From an optimization exercise on the open Yosys and OpenROAD flow, aimed at small area and a short achievable clock period; shortcuts taken in it are not production practice.
Function was checked by simulation only, so behaviour that the tests miss may differ from the original.
Power is estimated from default activity; no workload was simulated.

==> flow/run.sh <==
#!/bin/bash
# Own layout flow: the standard steps (standard.sh), except that
#  - synthesis leaves out Yosys's full-adder extraction (ADDER_MAP_FILE
#    empty) and maps with flow/abc_area.script, a delay-targeted ABC
#    mapping with area recovery, in place of ORFS's ABC script
#    (flow/synth.tcl swaps the script; the registers are unchanged);
#  - timing repair aims for a larger setup margin.
# Each step's full output goes to its own log file here.
set -euo pipefail
export MY_ABC_SCRIPT=$PWD/flow/abc_area.script
bash standard.sh ADDER_MAP_FILE= SYNTH_SCRIPT=$PWD/flow/synth.tcl synth > synth.log 2>&1
bash standard.sh SETUP_SLACK_MARGIN=10 "BUFFER_PORTS_ARGS=-buffer_cell sky130_fd_sc_hd__buf_4" finish > layout.log 2>&1
==> flow/abc_area.script <==
strash
dch
map -D 2000
topo
stime
==> flow/synth.tcl <==
# The standard flow's synthesis script with ABC's mapping script replaced by the one
# named in MY_ABC_SCRIPT; everything else, registers included, is as in
# the standard synthesis.
proc synth {args} { yosys synth -nofsm -noshare {*}$args }
proc my_abc_args {name1 name2 op} {
  set i [lsearch -exact $::abc_args -script]
  if {$i >= 0 && [lindex $::abc_args [expr {$i + 1}]] ne $::env(MY_ABC_SCRIPT)} {
    set ::abc_args [lreplace $::abc_args [expr {$i + 1}] [expr {$i + 1}] $::env(MY_ABC_SCRIPT)]
  }
}
trace add variable ::abc_args write my_abc_args
source $::env(SCRIPTS_DIR)/synth.tcl
# left out here: clear keep_hierarchy, flatten, clean up, hide names made inside functions, write 1_2_yosys.v
==> standard.sh <==
#!/bin/bash
# synth_recipe.tcl (not shown) runs the flow's synth.tcl, then flattens the netlist and writes it again
# the make line also repeats each setting of config.mk as NAME=value (left out here)
make -C /OpenROAD-flow-scripts/flow DESIGN_CONFIG=/design/flow/config.mk WORK_HOME=/design/flow/orfs CLKGATE_MAP_FILE= SYNTH_SCRIPT=/design/flow/synth_recipe.tcl "${@:-finish}"
==> config.mk <==
export PLATFORM = sky130hd
export DESIGN_NAME = ternary_matmul_top
export DESIGN_NICKNAME = ternary_matmul_top
export VERILOG_FILES = /design/flow/design.v
export SDC_FILE = /design/flow/constraint.sdc
export NUM_CORES = 4
export LEC_CHECK = 0
export CAP_MARGIN = 20
export CORE_MARGIN = 2
export CORE_UTILIZATION = 40
export CTS_CLUSTER_DIAMETER = 100
export CTS_CLUSTER_SIZE = 30
export SLEW_MARGIN = 20
==> constraint.sdc <==
create_clock -name core_clock -period 14.0 [get_ports {clk}]
set_input_delay 2.8000 -clock core_clock [delete_from_list [all_inputs] [get_ports {clk}]]
set_output_delay 2.8000 -clock core_clock [all_outputs]
set_load 0.01 [all_outputs]
==> design.v <==
package ternary_pkg;
    localparam int compute_slices = 2;
    localparam int lanes_per_byte = 5;
    localparam int array_rows = lanes_per_byte * compute_slices;
    localparam int acc_count = array_rows * compute_slices;
    localparam int acc_width = 16;
    localparam int byte_width = 8;
    localparam int result_shift = 8;
    typedef logic [acc_width-1:0] acc_t;
    typedef logic [byte_width-1:0] byte_t;
endpackage
`timescale 1ns/1ps
module weight_unpacker(packed_weights, en, neg);
  input [7:0] packed_weights;
  wire [7:0] packed_weights;
  output [4:0] en;
  wire [4:0] en;
  output [4:0] neg;
  wire [4:0] neg;
  wire _000_;
  wire _001_;
  wire _002_;
  wire _003_;
  wire _004_;
  wire _005_;
  wire _006_;
  wire _007_;
  wire _008_;
  wire _009_;
  wire _010_;
  wire _011_;
  wire _012_;
  wire _013_;
  wire _014_;
  wire _015_;
  wire _016_;
  wire _017_;
  wire _018_;
  wire _019_;
  wire _020_;
  wire _021_;
  wire _022_;
  wire _023_;
  wire _024_;
  wire _025_;
  wire _026_;
  wire _027_;
  wire _028_;
  wire _029_;
  wire _030_;
  wire _031_;
  wire _032_;
  wire _033_;
  wire _034_;
  wire _035_;
  wire _036_;
  wire _037_;
  wire _038_;
  wire _039_;
  wire _040_;
  wire _041_;
  wire _042_;
  wire _043_;
  wire _044_;
  wire _045_;
  wire _046_;
  wire _047_;
  wire _048_;
  wire _049_;
  wire _050_;
  wire _051_;
  wire _052_;
  wire _053_;
  wire _054_;
  wire _055_;
  wire _056_;
  wire _057_;
  wire _058_;
  wire _059_;
  wire _060_;
  wire _061_;
  wire _062_;
  wire _063_;
  wire _064_;
  wire _065_;
  wire _066_;
  wire _067_;
  wire _068_;
  wire _069_;
  wire _070_;
  wire _071_;
  wire _072_;
  wire _073_;
  wire _074_;
  wire _075_;
  wire _076_;
  wire _077_;
  wire _078_;
  wire _079_;
  wire _080_;
  wire _081_;
  wire _082_;
  wire _083_;
  wire _084_;
  wire _085_;
  wire _086_;
  wire _087_;
  wire _088_;
  wire _089_;
  wire _090_;
  wire _091_;
  wire _092_;
  wire _093_;
  wire _094_;
  wire _095_;
  wire _096_;
  wire _097_;
  wire _098_;
  wire _099_;
  wire _100_;
  wire _101_;
  wire _102_;
  wire _103_;
  wire _104_;
  wire _105_;
  wire _106_;
  assign _028_ = packed_weights[2] & ~(packed_weights[5]);
  assign _029_ = ~_028_;
  assign _030_ = packed_weights[4] & ~(packed_weights[1]);
  assign _031_ = packed_weights[0] & ~(packed_weights[3]);
  assign _032_ = _030_ & ~(_031_);
  assign _033_ = packed_weights[0] | ~(packed_weights[3]);
  assign _034_ = _033_ & ~(_031_);
  assign _035_ = packed_weights[4] | ~(packed_weights[1]);
  assign _036_ = _035_ & ~(_030_);
  assign _037_ = _036_ | ~(_034_);
  assign _038_ = _035_ & ~(_033_);
  assign _039_ = _038_ | _030_;
  assign _040_ = _037_ & ~(_039_);
  assign _041_ = _040_ | _032_;
  assign _042_ = _041_ | _029_;
  assign _043_ = _033_ & ~(_035_);
  assign _044_ = _043_ | _032_;
  assign _045_ = _034_ ? _036_ : _044_;
  assign _046_ = _045_ | ~(_041_);
  assign _047_ = packed_weights[2] | ~(packed_weights[5]);
  assign _048_ = ~(_047_ | _046_);
  assign _049_ = packed_weights[5] & packed_weights[2];
  assign _050_ = ~(packed_weights[5] | packed_weights[2]);
  assign _051_ = ~(_050_ | _049_);
  assign _052_ = _045_ & ~(_051_);
  assign _053_ = _052_ | _048_;
  assign _054_ = _053_ | ~(_042_);
  assign _055_ = packed_weights[7] & ~(packed_weights[6]);
  assign _056_ = _055_ & _054_;
  assign _057_ = ~packed_weights[7];
  assign _058_ = _045_ & ~(_029_);
  assign _059_ = ~(_051_ & _041_);
  assign _060_ = _047_ & _046_;
  assign _061_ = _059_ & ~(_060_);
  assign _062_ = _061_ | _058_;
  assign _063_ = ~(_062_ | _054_);
  assign _064_ = _063_ | _055_;
  assign _065_ = packed_weights[6] & ~(packed_weights[7]);
  assign _066_ = ~(_065_ | _062_);
  assign _067_ = _064_ & ~(_066_);
  assign _068_ = _057_ & ~(_067_);
  assign _069_ = ~(_068_ | _056_);
  assign _070_ = ~_051_;
  assign _071_ = _070_ ^ _039_;
  assign _072_ = ~(_071_ | _069_);
  assign _073_ = _070_ | _044_;
  assign _074_ = ~(_073_ | _048_);
  assign _075_ = _036_ | ~(_033_);
  assign _076_ = _053_ & ~(_075_);
  assign _077_ = _076_ | _074_;
  assign _078_ = ~packed_weights[4];
  assign _079_ = ~packed_weights[3];
  assign _080_ = ~(_077_ | _072_);
  assign _081_ = _079_ & ~(_080_);
  assign _082_ = _081_ | _078_;
  assign _083_ = packed_weights[5] & ~(_082_);
  assign _084_ = packed_weights[7] & ~(_083_);
  assign _085_ = _084_ | _055_;
  assign _086_ = packed_weights[7] & ~(_085_);
  assign _087_ = _069_ & ~(_086_);
  assign neg[3] = _077_ ? _087_ : _072_;
  assign _088_ = packed_weights[5] | packed_weights[3];
  assign _089_ = _088_ & ~(_082_);
  assign _090_ = ~(_080_ & packed_weights[3]);
  assign _091_ = _090_ ? _050_ : _049_;
  assign _092_ = _089_ & ~(_091_);
  assign _093_ = _090_ & _050_;
  assign _094_ = _093_ | _081_;
  assign _095_ = _049_ | packed_weights[4];
  assign _096_ = _094_ & ~(_095_);
  assign _097_ = ~(_096_ | _092_);
  assign _098_ = _050_ & ~(_080_);
  assign _099_ = _098_ | _078_;
  assign _100_ = ~(_080_ ^ _050_);
  assign _101_ = packed_weights[3] & ~(_100_);
  assign _102_ = _101_ ^ _099_;
  assign _103_ = ~(_065_ | _055_);
  assign _104_ = _102_ ? _065_ : _103_;
  assign neg[2] = _097_ ? _104_ : _055_;
  assign _105_ = packed_weights[6] & ~(_092_);
  assign _106_ = ~(_105_ | _096_);
  assign _000_ = packed_weights[7] & ~(packed_weights[5]);
  assign _001_ = _000_ & _106_;
  assign _002_ = ~packed_weights[5];
  assign _003_ = _102_ ? _055_ : _065_;
  assign _004_ = packed_weights[6] ? _084_ : _057_;
  assign _005_ = _097_ ? _003_ : _004_;
  assign _006_ = _002_ & ~(_005_);
  assign _007_ = ~(_006_ | _084_);
  assign _008_ = ~(_007_ | _106_);
  assign _009_ = _008_ & ~(_000_);
  assign _010_ = _004_ & _083_;
  assign _011_ = _010_ | _009_;
  assign neg[1] = _011_ | _001_;
  assign _012_ = neg[3] | _079_;
  assign _013_ = _005_ & ~(_012_);
  assign _014_ = packed_weights[4] | ~(packed_weights[6]);
  assign _015_ = _055_ | _002_;
  assign _016_ = _014_ & ~(_015_);
  assign _017_ = _016_ | _000_;
  assign _018_ = _017_ | _013_;
  assign en[1] = _018_ | _011_;
  assign _019_ = _083_ | packed_weights[6];
  assign _020_ = en[1] & ~(_019_);
  assign neg[0] = _085_ & ~(_020_);
  assign _021_ = ~(_004_ & _054_);
  assign en[4] = _021_ & ~(_067_);
  assign _022_ = _071_ & _069_;
  assign _023_ = _022_ | ~(_080_);
  assign en[3] = _023_ | _086_;
  assign en[2] = ~_005_;
  assign _024_ = packed_weights[6] & ~(_008_);
  assign en[0] = _024_ | packed_weights[7];
  assign _025_ = _004_ & _063_;
  assign _026_ = _065_ & _062_;
  assign _027_ = _026_ | _056_;
  assign neg[4] = _027_ | _025_;
endmodule
`timescale 1ns/1ps
module input_stager (
    input  logic       clk,
    input  logic       reset,
    input  logic       compute,
    input  logic [7:0] weights_in,
    input  logic [7:0] activations_in,
    output logic [9:0] row_en,
    output logic [9:0] row_neg,
    output logic [7:0] act
);
    logic       slice;
    logic       slice_next;
    logic [7:0] fill_w0, fill_w1, fill_a0, fill_a1;
    logic [4:0] en0, neg0, en1, neg1;
    logic [7:0] frame0;
    assign slice_next = !reset && compute && !slice;
    always_ff @(posedge clk) begin
        slice <= slice_next;
    end
    always_ff @(posedge clk) begin
        if (reset) begin
            fill_w0 <= 8'hff;
            fill_w1 <= 8'hff;
            fill_a0 <= 8'h00;
            fill_a1 <= 8'h00;
        end else if (slice) begin
            fill_w1 <= weights_in;
            fill_a1 <= activations_in;
        end else begin
            fill_w0 <= weights_in;
            fill_a0 <= activations_in;
        end
    end
    weight_unpacker u_dec0 (.packed_weights(fill_w0), .en(en0), .neg(neg0));
    weight_unpacker u_dec1 (.packed_weights(fill_w1), .en(en1), .neg(neg1));
    always_ff @(posedge clk) begin
        if (!slice) begin
            row_en  <= {en1, en0};
            row_neg <= {neg1, neg0};
            frame0  <= fill_a0;
        end
    end
    always_ff @(posedge clk) begin
        if (slice) begin
            act <= frame0;
        end else if (slice_next) begin
            act <= fill_a1;
        end else begin
            act <= fill_a0;
        end
    end
endmodule
`timescale 1ns/1ps
module mac_array (
    input  logic                   clk,
    input  logic                   clr_head,
    input  logic [9:0]             row_en,
    input  logic [9:0]             row_neg,
    input  logic [7:0]             act,
    output ternary_pkg::acc_t [ternary_pkg::acc_count-1:0] acc_q
);
    for (genvar r = 0; r < ternary_pkg::array_rows; r++) begin : g_row
        logic [15:0] h, sum;
        logic [7:0]  t;
        logic [8:0]  c;
        logic [8:0]  ones, zeros;
        logic        inc, dec;
        assign h = clr_head ? 16'h0000 : acc_q[2*r];
        assign t    = {8{row_en[r]}} & (act ^ {8{row_neg[r]}});
        assign c[0] = row_en[r] & row_neg[r];
        for (genvar i = 0; i < 8; i++) begin : g_lo
            assign sum[i]  = h[i] ^ t[i] ^ c[i];
            assign c[i+1]  = (h[i] & t[i]) | (c[i] & (h[i] ^ t[i]));
        end
        assign inc = c[8] & !t[7];
        assign dec = !c[8] & t[7];
        assign ones[0]  = 1'b1;
        assign zeros[0] = 1'b1;
        for (genvar i = 0; i < 8; i++) begin : g_hi
            assign ones[i+1]  = ones[i] & h[8+i];
            assign zeros[i+1] = zeros[i] & !h[8+i];
            assign sum[8+i]   = h[8+i] ^ ((inc & ones[i]) | (dec & zeros[i]));
        end
        always_ff @(posedge clk) begin
            acc_q[2*r]   <= acc_q[2*r+1];
            acc_q[2*r+1] <= sum;
        end
    end
endmodule
`timescale 1ns/1ps
module readout_queue (
    input  logic       clk,
    input  logic       reset,
    input  logic       compute,
    input  logic       clr,
    input  logic       clr_prev,
    input  logic       cap,
    input  logic       zero,
    input  ternary_pkg::acc_t [ternary_pkg::acc_count-1:0] acc_q,
    output logic [7:0] result_out
);
    localparam int N = ternary_pkg::acc_count;
    ternary_pkg::byte_t q [1:N-1];
    ternary_pkg::byte_t e [1:N-1];
    for (genvar n = 1; n < N; n++) begin : g_e
        if (n % 2 == 0) begin : g_head
            assign e[n] = cap ? (clr_prev ? 8'h00 : acc_q[n][15:8]) : q[n];
        end else begin : g_tail
            assign e[n] = cap ? acc_q[n][15:8] : q[n];
        end
    end
    always_ff @(posedge clk) begin
        for (int n = 1; n < N - 1; n++) begin
            q[n] <= e[n+1];
        end
        q[N-1] <= e[N-1];
    end
    always_ff @(posedge clk) begin
        if (reset) begin
            result_out <= '0;
        end else if (!compute) begin
            result_out <= clr ? 8'h00 : acc_q[1][15:8];
        end else begin
            result_out <= zero ? 8'h00 : e[1];
        end
    end
endmodule
`timescale 1ns/1ps
module ternary_matmul_top (
    input  logic       clk,
    input  logic       reset,
    input  logic [7:0] weights_in,
    input  logic [7:0] activations_in,
    input  logic       compute,
    output logic [7:0] result_out
);
    logic [9:0] row_en, row_neg;
    logic [7:0] act;
    logic clr, clr_prev, clr_head, cap, zero;
    ternary_pkg::acc_t [ternary_pkg::acc_count-1:0] acc_q;
    always_ff @(posedge clk) begin
        clr      <= reset || !compute;
        clr_prev <= clr;
        clr_head <= reset || !compute || clr;
        cap      <= !reset && !compute;
        zero     <= reset || (zero && compute);
    end
    input_stager u_input_stager (
        .clk            (clk),
        .reset          (reset),
        .compute        (compute),
        .weights_in     (weights_in),
        .activations_in (activations_in),
        .row_en         (row_en),
        .row_neg        (row_neg),
        .act            (act)
    );
    mac_array u_mac_array (
        .clk      (clk),
        .clr_head (clr_head),
        .row_en   (row_en),
        .row_neg  (row_neg),
        .act      (act),
        .acc_q    (acc_q)
    );
    readout_queue u_readout_queue (
        .clk        (clk),
        .reset      (reset),
        .compute    (compute),
        .clr        (clr),
        .clr_prev   (clr_prev),
        .cap        (cap),
        .zero       (zero),
        .acc_q      (acc_q),
        .result_out (result_out)
    );
endmodule
==> out/summary.txt, run 1 <==
# diodes: 0
vias: 16,240
total grt overflow: 0
initial drt markers: 986
largest net degree at the start of global routing: 82
Max-slew headroom: 32.43%
register area: 0.01130 mm^2
Seq cells post-synth: 546
power density over the cells: 168.8 mW/mm^2
slowest stage cell on the critical path: dfxtp_1
ys async rst share: 0%
# clock sinks: 546
GRT Overall Usage: 15.81%
Mean Syn Cell Area: 8.024 um^2
RSZ-0062 raised after global routing: false
P_leak: 9.827 nW
status: timing/DRC/antenna clean
reg2reg start: clr_head
gpl congestion: 0.8070
Clock Latency Late Sink: 0.58 ns
ANT nets after route: 0
Avg WL per Cell: 12.79 um
WL final: 43,300 um
critical path data arrival time: 1.05 ns
crit-path max FO: 1
top-area cell type share of the netlist area: 48.36%
CTS HTree Levels: 1
die height: 233.7 um
Final period util: 27.49%
area grow syn2layout: 8.956%
total power: 3.882 mW
register area share after synthesis: 53.49%
Starting Density: 40.33%
measured slew at the worst slew-check pin: 1.006 ns
Worst Path Buf+Inv: 1
Finished Layout Cells: 3,386
CP Launch Type: register
Pre-antenna DRT Iters: 5
max cap viols: 0
HPWL after DPL: 28,810 um
Synth Flop Type: dfxtp_1
VDD IR-drop max: 0.00008038 V
Peak Freq: 259.9 MHz
hold slack: 0.3215 ns
Via density: 4.796
cell accounting for the most synthesized area: dfxtp_1
required time worst endpoint: 11.20 ns
CTS tree: built
layout cells sized above 1: 4.485%
CP max stage delay: 0.35 ns
Setup Crit Path Kind: register to primary output
area of the multi-input gates: 0.008762 mm^2
DRC Markers: 0
CTS max path bufs: 3
family with the most delay on the worst path: flip-flops
Yosys warning count: 6
initial antenna violation count: 0
Reg clk slew, reported paths: 0.11 ns
Sum Neg Setup Slack: 0 ns
Hold Vio Cnt, Final: 0
total CTS buffers: 22
Die ar.: 0.05463 mm^2
Max Slew Vio Count: 0
CP Cell Sequence: buf_4
crit path capture type: primary output
top post-synthesis cells by area: dfxtp_1 (48%), nand2_1 (11%), xor2_1 (7.1%)
Buffers on Ports: 26
cell with the most instances after synthesis: nand2_1
placed insts: 3,351
crit path from: u_readout_queue.result_out[1]
NumNets Final: 2,709
final setup fails: 0
row count: 84
cells after synthesis: 2,631
Period minus WS final: 3.848 ns
Core Footprint: 0.05234 mm^2
first-pass GRT wire length: 72,230 um
hold_sp: u_mac_array.acc_q[247]
syn nets: 2,650
post-layout util: 43.94%
Syn Std Cell Area: 0.02111 mm^2
root buffer cell: clkbuf_16
Worst Hold Class: register to register
Commonest cells post-synth: nand2_1 (636), dfxtp_1 (510), nor2_1 (336)
IO Pins: 27
vias in the first global route: 14,950
EDFF count, synth: 36
fillers: 5,210
worst clock skew: 0.03092 ns
Die W: 233.7 um
Unique masters post-synth: 33
r2r setup slk: 10.33 ns
==> report_power, final <==
part / internal [mW] / total, mW / switching [mW] / leakage, nW
logic: 0.304 / 0.839 / 0.535 / 4.90
clock network: 0.303 / 0.773 / 0.470 / 0.304
registers: 2.07 / 2.27 / 0.195 / 4.63
total: 2.68 / 3.88 / 1.20 / 9.83
==> final cells by class <==
type / instances / area share, %
clock buffers: 29 / 2.551
clock inverters: 3 / 0.1795
inverters: 307 / 5.103
multi-input cells: 1778 / 38.09
flip-flops and latches: 546 / 49.13
well taps: 688 / 3.743
repair buffers: 35 / 1.197
==> placed cells by master, fill, tap and decap left out, drive strengths merged, types with 3 or more instances in the layout <==
cell type and count:
edfxtp 36, inv 5, o21a 5, nor2 336
nand4 27, and3 5, dfxtp 510, a21oi 112
clkinv 303, o31ai 3, a21boi 9, xor2 171
a21o 7, o22ai 11, nor3 66, clkbuf 29
nand3 78, a31oi 7, o211ai 16, xnor2 12
a22oi 9, nor4 6, or2 9, o21ai 233
nand2 636, o32ai 4, buf 35
==> routing by layer <==
layer	vias to the layer above	wire (um)	track usage, %
li1	8599	-	-
met1	7377	21540	21.80
met2	210	19680	26.61
met3	54	1292	1.775
met4	0	790	3.540
met5	-	0	0
==> sequential cells by signal, summed over array words and instances, names as in the netlist, 10 cells and up <==
name                    cells
u_input_stager.row_neg     10
u_mac_array.acc_q         320
u_readout_queue.q         144
u_input_stager.row_en      10
==> logic make-up after synthesis <==
logic type	after synthesis	share of synthesized area, %
simple gates	1165	22.19
flops	546	53.49
compound gates	430	11.27
buf+inv	307	5.459
xor+xnor	183	7.592
==> metrics by stage <==
stage | area, um^2 | setup WS [ns]
global route | 23000 | 9.997
CTS | 22880 | 10.01
finish | 23000 | 10.15
global placement | 22230 | 9.575
detailed placement | 22230 | 9.424
floorplan | 21130 | 10.09
==> final timing paths <==
check | cells after the start | to
worst min-delay path | 0 | u_mac_array.acc_q[231]
worst min register to register | 0 | u_mac_array.acc_q[231]
worst max register to register | 18 | u_mac_array.acc_q[189]
worst max-delay path | 1 | result_out[1]
==> timing repair <==
action	4_1_cts	5_1_grt
hold buffers	0	0
gates resized for setup	9	29
pin swaps	0	0
endpoints found under the setup margin	18	82
setup buffers	0	3
endpoints found under the hold margin	0	0
==> run 2, diff against run 1 <==
--- a/flow/run.sh
+++ b/flow/run.sh
@@ -11,2 +11,2 @@
 bash standard.sh ADDER_MAP_FILE= SYNTH_SCRIPT=$PWD/flow/synth.tcl synth > synth.log 2>&1
-bash standard.sh SETUP_SLACK_MARGIN=10 "BUFFER_PORTS_ARGS=-buffer_cell sky130_fd_sc_hd__buf_4" finish > layout.log 2>&1
+bash standard.sh SETUP_SLACK_MARGIN=10 finish > layout.log 2>&1
==> run 2 against run 1 <==
Still clean on timing, DRC and antenna. Cell count is 0.21% higher. Core utilization is 0.25 points higher. Clock power hardly changed. Die area stayed put. Setup slack worse by 0.10 ns. Global-route usage is 0.42 points higher. Register-to-register slack worse by 0.03 ns. Maximum frequency is 2.6% lower. Critical path type unchanged. Largest cell class unchanged.
==> out/summary.txt, run 2 <==
status: timing/DRC/antenna clean
total grt overflow: 0
Crit path depth: 1
placed insts: 3,353
die height: 233.7 um
Buffers on Ports: 26
Worst Hold Class: register to register
commonest non-fill, non-tap cells in the layout: nand2_1 (634), dfxtp_1 (503), nor2_1 (334)
fin worst setup slack: 10.05 ns
register area share after synthesis: 53.49%
Max-slew headroom: 35.61%
area grow syn2layout: 9.584%
critical path data arrival time: 1.15 ns
Commonest cells post-synth: nand2_1 (636), dfxtp_1 (510), nor2_1 (336)
reg2reg start: u_input_stager.fill_w0[4]
Placed Area: 0.02231 mm^2
# diodes: 0
RSZ-0062 raised after global routing: true
family with the most delay on the worst path: flip-flops
cell accounting for the most synthesized area: dfxtp_1
Worst Path Buf+Inv: 1
top-area cell type share of the netlist area: 48.36%
Starting Density: 40.33%
Die W: 233.7 um
Peak Freq: 253.1 MHz
Setup Crit Path Kind: register to primary output
Avg WL per Cell: 13.13 um
power density over the cells: 168.4 mW/mm^2
crit path from: u_readout_queue.result_out[7]
Period minus WS final: 3.951 ns
P_leak: 9.842 nW
Synth Flop Type: dfxtp_1
root buffer cell: clkbuf_16
max cap viols: 0
Hold Vio Cnt, Final: 0
DRC Markers: 0
hold_sp: u_mac_array.acc_q[181]
max reg flops: 320
GRT Overall Usage: 16.23%
ys async rst share: 0%
VDD IR-drop max: 0.0001022 V
Reg clk slew, reported paths: 0.11 ns
vias in the first global route: 15,450
Seq cells post-synth: 546
Syn Std Cell Area: 0.02111 mm^2
required time worst endpoint: 11.20 ns
row count: 84
CTS tree: built
Biggest register: u_mac_array.acc_q
# clock sinks: 546
Mean Syn Cell Area: 8.024 um^2
Final period util: 28.22%
largest net degree at the start of global routing: 88
Clock Latency Late Sink: 0.59 ns
syn nets: 2,650
initial antenna violation count: 0
finished layout cell area: 0.02313 mm^2
Max Slew Vio Count: 0
r2r setup slk: 10.30 ns
EDFF count, synth: 36
vias: 16,430
total CTS buffers: 22
Core Footprint: 0.05234 mm^2
Setup WS pre-CTS: 8.729 ns
WL final: 44,550 um
IO Pins: 27
Worst Reg-to-Reg Cells: 20
cells after synthesis: 2,631
Unique masters post-synth: 33
CP Cell Sequence: clkdlybuf4s15_1
CTS Hold Bufs: 0
CP Launch Type: register
cell with the most instances after synthesis: nand2_1
final setup fails: 0
CP max stage delay: 0.33 ns
Pre-antenna DRT Iters: 5
top post-synthesis cells by area: dfxtp_1 (48%), nand2_1 (11%), xor2_1 (7.1%)
CTS HTree Levels: 1
HPWL after DPL: 29,680 um
commonest non-fill, non-tap cell in the layout: nand2_1
crit path capture type: primary output
measured slew at the worst slew-check pin: 0.9585 ns
CTS max path bufs: 3
Die ar.: 0.05463 mm^2
Largest regs: u_mac_array.acc_q: 320 flops, u_readout_queue.q: 144 flops
NumNets Final: 2,714
initial drt markers: 1,024
gpl congestion: 0.8475
slowest stage cell on the critical path: dfxtp_1
crit-path max FO: 1
Via density: 4.844
Sum Neg Setup Slack: 0 ns
worst clock skew: 0.04327 ns
Yosys warning count: 6
first-pass GRT wire length: 74,000 um
ANT nets after route: 0
Finished Layout Cells: 3,393
Hold Path Depth: 0
layout cells sized above 1: 3.808%
==> run 2: cell families (layout without fill, tap and decap cells) <==
family / count (synthesis) / after routing / share of synthesized area [%]
xor gates and xnor gates: 183 / 183 / 7.592
buffers and inverters: 307 / 381 / 5.459
and+or+nand+nor: 1165 / 1165 / 22.19
DFF: 546 / 546 / 53.49
AOI/OAI and AO/OA: 430 / 430 / 11.27
==> run 2: area by class of cell <==
class / instances / area (um^2)
clock inverter: 4 / 46.29
multi-input combinational: 1778 / 8773
sequential: 546 / 11300
timing repair buffer: 40 / 386.6
tap: 688 / 860.8
fill: 5139 / 29210
clock buffer: 30 / 580.6
inverter: 307 / 1184
==> run 2: per-stage QoR <==
step | power (mW) | hold WS [ns] | utilization, %
detailed placement | 3.145 | 0.3121 | 42.63
floorplan | 2.909 | 0.3096 | -
global placement | 3.104 | 0.3105 | 42.63
finish | 3.897 | 0.2972 | 44.20
CTS | 3.922 | 0.3111 | 43.90
global route | 4.176 | 0.3228 | 44.20
==> run 2: what timing repair did <==
action / in CTS / in global routing
endpoints found under the setup margin: 88 / 119
buffers inserted: 1 / 5
pin swaps: 1 / 0
gates resized for setup: 28 / 37
==> run 2: report_power, final <==
part	switching [mW]	leakage [nW]	internal, mW
sequential	0.197	4.63	2.07
clock	0.474	0.303	0.301
combinational	0.543	4.91	0.308
==> run 2: per-layer routing <==
metal | global-route usage [%] | part of all wire, % | vias to the layer above
li1 | - | - | 8589
met3 | 1.946 | 3.5 | 54
met1 | 21.79 | 49 | 7572
met2 | 27.84 | 46 | 219
met4 | 3.837 | 1.9 | 0
met5 | 0 | 0 | -
==> run 2: worst paths after layout <==
path / end
max: result_out[7]
min: u_mac_array.acc_q[165]
max reg2reg: u_input_stager.row_neg[0]
min reg2reg: u_mac_array.acc_q[165]
==> run 3, diff against run 2 <==
--- a/flow/run.sh
+++ b/flow/run.sh
@@ -11,2 +11,2 @@
 bash standard.sh ADDER_MAP_FILE= SYNTH_SCRIPT=$PWD/flow/synth.tcl synth > synth.log 2>&1
-bash standard.sh SETUP_SLACK_MARGIN=10 finish > layout.log 2>&1
+bash standard.sh SETUP_SLACK_MARGIN=10.3 "BUFFER_PORTS_ARGS=-buffer_cell sky130_fd_sc_hd__buf_4" finish > layout.log 2>&1
==> run 3 against run 2 <==
Wire length about the same. Combinational power up 4.2%. Clock skew down 0.0079 ns. Final area up 1.2%. Die area unchanged. Sequential power about the same. First-iteration DRC count down 8.6%. Critical endpoint unchanged. Clock-buffer cell count down 3.
==> out/summary.txt, run 3 <==
Hold Vio Cnt, Final: 0
syn nets: 2,650
HPWL after DPL: 29,860 um
CTS max path bufs: 3
crit-path max FO: 1
CTS HTree Levels: 1
root buffer cell: clkbuf_16
cells after synthesis: 2,631
Max-slew headroom: 19.31%
Sum Neg Setup Slack: 0 ns
first-pass GRT wire length: 73,590 um
Placed Area: 0.02228 mm^2
CTS tree: built
layout cells sized above 1: 6.402%
top post-synthesis cells by area: dfxtp_1 (48%), nand2_1 (11%), xor2_1 (7.1%)
vias: 16,510
Core Footprint: 0.05234 mm^2
Reg clk slew, reported paths: 0.11 ns
Largest regs: u_mac_array.acc_q: 320 flops, u_readout_queue.q: 144 flops
die height: 233.7 um
placed insts: 3,353
Unique masters post-synth: 33
Max Slew Vio Count: 0
initial drt markers: 936
commonest non-fill, non-tap cells in the layout: nand2_1 (634), dfxtp_1 (495), nor2_1 (330)
IO Pins: 27
Net Sw Power: 1.243 mW
Commonest cells post-synth: nand2_1 (636), dfxtp_1 (510), nor2_1 (336)
# diodes: 0
Worst Reg-to-Reg Cells: 17
RSZ-0062 raised after global routing: true
final setup fails: 0
Synth Flop Type: dfxtp_1
Via density: 4.846
CP Launch Type: register
CTS Hold Bufs: 0
Final period util: 27.35%
Worst Path Buf+Inv: 1
top-area cell type share of the netlist area: 48.36%
CP max stage delay: 0.34 ns
critical path data arrival time: 1.03 ns
VDD IR-drop max: 0.00009486 V
CP Cell Sequence: buf_6
total power: 3.956 mW
P_int: 2.713 mW
P_leak: 9.989 nW
Comb pwr share: 22.4%
Avg WL per Cell: 13.09 um
finished layout cell area: 0.02342 mm^2
Setup Crit Path Kind: register to primary output
hold slack: 0.3107 ns
crit path capture type: primary output
Buffers on Ports: 26
row count: 84
Simple-Gate Fraction of Synth Area: 22.19%
Mean Syn Cell Area: 8.024 um^2
post-synthesis mux area share: 0%
total grt overflow: 0
EDFF count, synth: 36
Hold Path Depth: 0
area grow syn2layout: 10.95%
cell accounting for the most synthesized area: dfxtp_1
GRT Overall Usage: 16.14%
Biggest register: u_mac_array.acc_q
gpl congestion: 0.8383
# clock sinks: 546
slowest stage cell on the critical path: dfxtp_2
required time worst endpoint: 11.20 ns
Seq cells post-synth: 546
Finished Layout Cells: 3,406
family with the most delay on the worst path: flip-flops
Crit path depth: 1
Starting Density: 40.33%
Synth Area in Compound Gates: 11.27%
Yosys warning count: 6
Syn Std Cell Area: 0.02111 mm^2
ys async rst share: 0%
Die W: 233.7 um
total CTS buffers: 23
XOR/XNOR Fraction of Synth Area: 7.592%
Peak Freq: 261.2 MHz
measured slew at the worst slew-check pin: 1.201 ns
largest net degree at the start of global routing: 82
power density over the cells: 168.9 mW/mm^2
WL final: 44,580 um
Period minus WS final: 3.828 ns
Clock Latency Late Sink: 0.58 ns
status: timing/DRC/antenna clean
r2r setup slk: 10.55 ns
adder-cell share of the synthesized area: 0%
worst clock skew: 0.03542 ns
initial antenna violation count: 0
clock power share: 20.3%
vias in the first global route: 15,090
Sw Share: 31.43%
Reg power frac: 57.3%
cell with the most instances after synthesis: nand2_1
Pre-antenna DRT Iters: 5
DRC Markers: 0
max cap viols: 0
Die ar.: 0.05463 mm^2
register area share after synthesis: 53.49%
commonest non-fill, non-tap cell in the layout: nand2_1
max reg flops: 320
ANT nets after route: 0
Worst Hold Class: register to register
largest family of logic cells by synthesized area: simple AND/OR/NAND/NOR gates
NumNets Final: 2,728
## run 3: per-stage QoR
| stage | utilization [%] | setup slack (ns) |
|---|---|---|
| floorplan | - | 10.29 |
| global placement | 42.56 | 9.951 |
| detailed placement | 42.56 | 9.816 |
| CTS | 44.01 | 10.13 |
| global route | 44.75 | 10.12 |
| finish | 44.75 | 10.17 |
## run 3: logic make-up (layout without fill, tap and decap cells)
| group | after synthesis | in the layout |
|---|---|---|
| AO/OA/AOI/OAI | 430 | 430 |
| XOR/XNOR | 183 | 183 |
| buffers and inverters | 307 | 394 |
| flip-flops | 546 | 546 |
| AND/OR/NAND/NOR | 1165 | 1165 |
## run 3: final timing paths
path,startpoint,endpoint
max,u_readout_queue.result_out[7],result_out[7]
min reg2reg,u_mac_array.acc_q[278],u_mac_array.acc_q[262]
max reg2reg,u_input_stager.fill_w1[3],u_input_stager.row_neg[5]
min,u_mac_array.acc_q[278],u_mac_array.acc_q[262]
## run 3: power groups by stage
stage	logic (mW)	clock network, mW	registers [mW]
3_5_place_dp	0.839	0	2.31
5_1_grt	1.02	0.895	2.32
3_3_place_gp	0.819	0	2.29
4_1_cts	0.851	0.835	2.27
2_1_floorplan	0.657	0	2.25
6_report	0.886	0.802	2.27
## run 3: worst reg2reg max path, stage by stage, from the launching register on
cell,delay (ns)
dfxtp_2,0.43
nand2_1,0.15
nand2_1,0.10
nand2_1,0.10
a21o_2,0.24
nand3_1,0.09
o21ai_1,0.10
a31oi_1,0.30
a41oi_2,0.20
o21ai_2,0.26
nand2_4,0.14
a21oi_1,0.32
o21ai_2,0.13
o211ai_1,0.12
nand2_1,0.12
a21oi_1,0.17
nand4_1,0.13
a22oi_1,0.17
## run 3: layout make-up
cell class | instances | area (um^2)
Clock buffer | 27 | 590.6
Inverter | 307 | 1204
Tap cell | 688 | 860.8
Multi-Input combinational cell | 1778 | 8909
Clock inverter | 7 | 75.07
Fill cell | 5130 | 28920
Timing Repair Buffer | 53 | 471.7
Sequential cell | 546 | 11310
## run 3: timing repair
action,in CTS,in global routing
gates resized for setup,36,61
buffers inserted,0,19
setup endpoints to repair,68,96
pin swaps,0,6
hold endpoints to repair,0,0
## run 3: per-layer routing
metal / wire length, um / GRT usage, % / up-vias
met5: 0 / 0 / -
met4: 738 / 3.659 / 0
met3: 1278 / 1.642 / 54
met2: 20560 / 27.52 / 235
met1: 22000 / 22.06 / 7600
li1: - / - / 8616

## port drivers added, routing unchanged
How much do the figures lean on ideal ports? The routed layouts below were timed once more, with nothing changed but the port constraints. Step 1 assumes that a clkbuf_16 drives the clock port and a buf_2 every other input. Step 2 times the ports against the registers' clock, not the clock port: input delays grow and output delays shrink by t, the midpoint of the rising clock arrivals with the driver on. Three values: ideal ports, drivers, drivers and shift; two values: the first two.
run | shift t [ns] | slack for setup (ns) | clock arrival spread, ns
run 1 | 0.619 | 10.152 / 10.096 / 9.741 | 0.031 / 0.031
run 2 | 0.626 | 10.049 / 9.991 / 9.595 | 0.043 / 0.044
run 3 | 0.620 | 10.172 / 10.115 / 9.840 | 0.036 / 0.036
After both steps every run listed still meets setup and hold. For run 2, which loses most, drivers alone change the setup slack by -0.058 ns; drivers and shift together by -0.454 ns.
